Background: an optimization exercise with open tools, aiming at small area, a short achievable clock period and few clock cycles per item. Do not read the settings as production practice. Function was checked by simulation only, so behaviour that the tests miss may differ from the original. Power is estimated from default activity; no workload was simulated.

== willow ==
Design fc_accum, start of the top module:
module fc_accum #(
  parameter int DATAW = 20,
  parameter int ADDRW = 12,
  parameter int FRAC  = 16,
  parameter int NUM   = 2048,
  parameter int RELU  = 1
) (
  input  logic             i_clk,
  input  logic             i_reset,
  input  logic             i_start,
  input  logic [DATAW-1:0] i_bias,
  output logic             o_busy,
  output logic             o_done,
  output logic             o_crd,
  output logic [ADDRW-1:0] o_caddr_rd,
  input  logic [DATAW-1:0] i_cdata_rd,
  output logic [ADDRW-1:0] o_waddr,
  input  logic [DATAW-1:0] i_wdata,
  output logic             o_cwr,
  output logic [2:0]       o_csel,
  output logic [ADDRW-1:0] o_caddr_wr,
  output logic [DATAW-1:0] o_cdata_wr
);
For scale: ~1600 cells after synthesis, about 130 I/O pins, about 0.016 mm^2 of cells after synthesis.
clock: 12.5 ns
lec_check: 0
cap_margin: 60
core_margin: 2
core_utilization: 40
cts_cluster_diameter: 80
cts_cluster_size: 30
place_density: 0.6
slew_margin: 60
synth_hierarchical: 1
synth_minimum_keep_size: 0
standard.sh (not shown) runs the stock make flow with config.mk's settings and CLKGATE_MAP_FILE= SYNTH_SCRIPT=/design/flow/synth_recipe.tcl, a recipe that flattens the netlist after the stock synthesis.
==> flow/flow/run.sh <==
#!/bin/bash
# The standard layout, with two changes:
#  - the port buffers are sky130_fd_sc_hd__buf_1 instead of the buffer that
#    buffer_ports picks by default (a delay cell, clkdlybuf4s50_1); the
#    resizer may upsize them as usual;
#  - repair_timing aims for 9 ns of setup slack.
# The clock period, the constraints and every other step are the standard ones.
set -euo pipefail
bash standard.sh "BUFFER_PORTS_ARGS=-buffer_cell sky130_fd_sc_hd__buf_1" SETUP_SLACK_MARGIN=9 finish > standard.log 2>&1
Testbench counts of willow, summed over its fixed seeds: cycles 263,062, items 128.
What garnet does differently from willow at the input level:
- clearing CTS_CLUSTER_DIAMETER, which used to be 80
- clearing CTS_CLUSTER_SIZE, which used to be 30
==> flow/flow/run.sh <==
#!/bin/bash
# The standard layout, with two changes:
#  - the port buffers are sky130_fd_sc_hd__buf_2 instead of the buffer that
#    buffer_ports picks by default (a delay cell, clkdlybuf4s50_1);
#  - repair_timing aims for 9 ns of setup slack.
# The clock period, the constraints and every other step are the standard ones.
set -euo pipefail
bash standard.sh "BUFFER_PORTS_ARGS=-buffer_cell sky130_fd_sc_hd__buf_2" SETUP_SLACK_MARGIN=9 finish > standard.log 2>&1
--- outcome ---
- Final area: garnet > willow
- Summary of garnet over willow: synthesis-to-finish area growth climbed 3.1 points, proportion of layout cells with a drive suffix above 1 increased 4.8 points.
- Summary — wire length on met1, garnet relative to willow: lower, by 1.2%.
- Delta (garnet minus willow): share of cell area taken by flip-flops and latches went down; end-of-flow core utilization went up; worst setup slack moved up; combinational power comparable.

========
## the baseline
fc_accum again, from the RTL that the note above started with.
make LEC_CHECK=0 CAP_MARGIN=60 CORE_MARGIN=2 CORE_UTILIZATION=40 PLACE_DENSITY=0.6 SLEW_MARGIN=60 SYNTH_HIERARCHICAL=1 SYNTH_MINIMUM_KEEP_SIZE=0 finish   # period 12.5 ns
run.sh (not shown) runs the stock make flow with config.mk's settings and CLKGATE_MAP_FILE= SYNTH_SCRIPT=/design/flow/synth_recipe.tcl, a recipe that flattens the netlist after the stock synthesis.
Stock flow here: none of the scripts above is used.
No stage failed in the baseline, and the final checks on the layout all came back clean.
Testbench counts of the baseline, summed over its fixed seeds: cycles 263,062, items 128.
#### Input delta (the candidate over the baseline)
- CTS_CLUSTER_SIZE now 30, previously not set
- CTS_CLUSTER_DIAMETER now 80, previously not set
- CORE_UTILIZATION now 70, was 40
- PLACE_DENSITY now 0.85, was 0.6
==> flow/flow/run.sh (new file) <==
#!/bin/bash
# The standard layout, with two changes:
#  - the port buffers are sky130_fd_sc_hd__buf_1 instead of the buffer that
#    buffer_ports picks by default (a delay cell, clkdlybuf4s50_1); the
#    resizer may upsize them as usual;
#  - repair_timing aims for 9 ns of setup slack.
# The clock period, the constraints and every other step are the standard ones.
set -euo pipefail
bash standard.sh "BUFFER_PORTS_ARGS=-buffer_cell sky130_fd_sc_hd__buf_1" SETUP_SLACK_MARGIN=9 finish > standard.log 2>&1
==> flow/standard.sh (new file) <==
#!/bin/bash
# synth_recipe.tcl (not shown) runs the flow's synth.tcl, then flattens the netlist and writes it again
# the make line also repeats each setting of config.mk as NAME=value (left out here)
make -C /OpenROAD-flow-scripts/flow DESIGN_CONFIG=/design/flow/config.mk WORK_HOME=/design/flow/orfs CLKGATE_MAP_FILE= SYNTH_SCRIPT=/design/flow/synth_recipe.tcl "${@:-finish}"
removed: flow/run.sh
==> run notes <==
- Portion of the layout cell area used by non-clock buffers sits higher in the candidate than in the baseline.
- The candidate vs. the baseline: aggregate routed wire length went up; number of resized instances in the post-cts repair step now larger; worst slack after detailed placement climbed 100 ps; global router's overall resource usage moved up; first-pass GRT wire length moved down.
- Fmax | the candidate vs the baseline | the candidate faster
- Taking the candidate as 1.0, the baseline lands at 1.10 on cell area power density.

## static timing again, ports no longer ideal
The results above use ideal ports. As a check the final layouts listed here were re-extracted and re-timed, cells and wires unchanged. Step 1 assumes that a clkbuf_16 drives the clock port and a buf_2 every other input. Step 2 moves the port delays by t, midway between the first and last clock arrival at a register: inputs arrive t later, outputs are due t later. That takes back most of the time a late clock gives input paths. Slacks: no drivers / after step 1 / after step 2; pairs: no drivers / after step 1.
run	t (ns)	setup WS [ns]	cell pins on the clock port's net
willow	0.571	8.976 / 8.918 / 8.586	1
garnet	0.599	8.980 / 8.926 / 8.527	1
the baseline	0.589	8.361 / 8.306 / 7.904	1
the candidate	0.532	8.986 / 8.937 / 8.546	1
After both steps every run listed still meets setup and hold. For the baseline, which loses most, drivers alone change the setup slack by -0.055 ns; drivers and shift together by -0.457 ns.
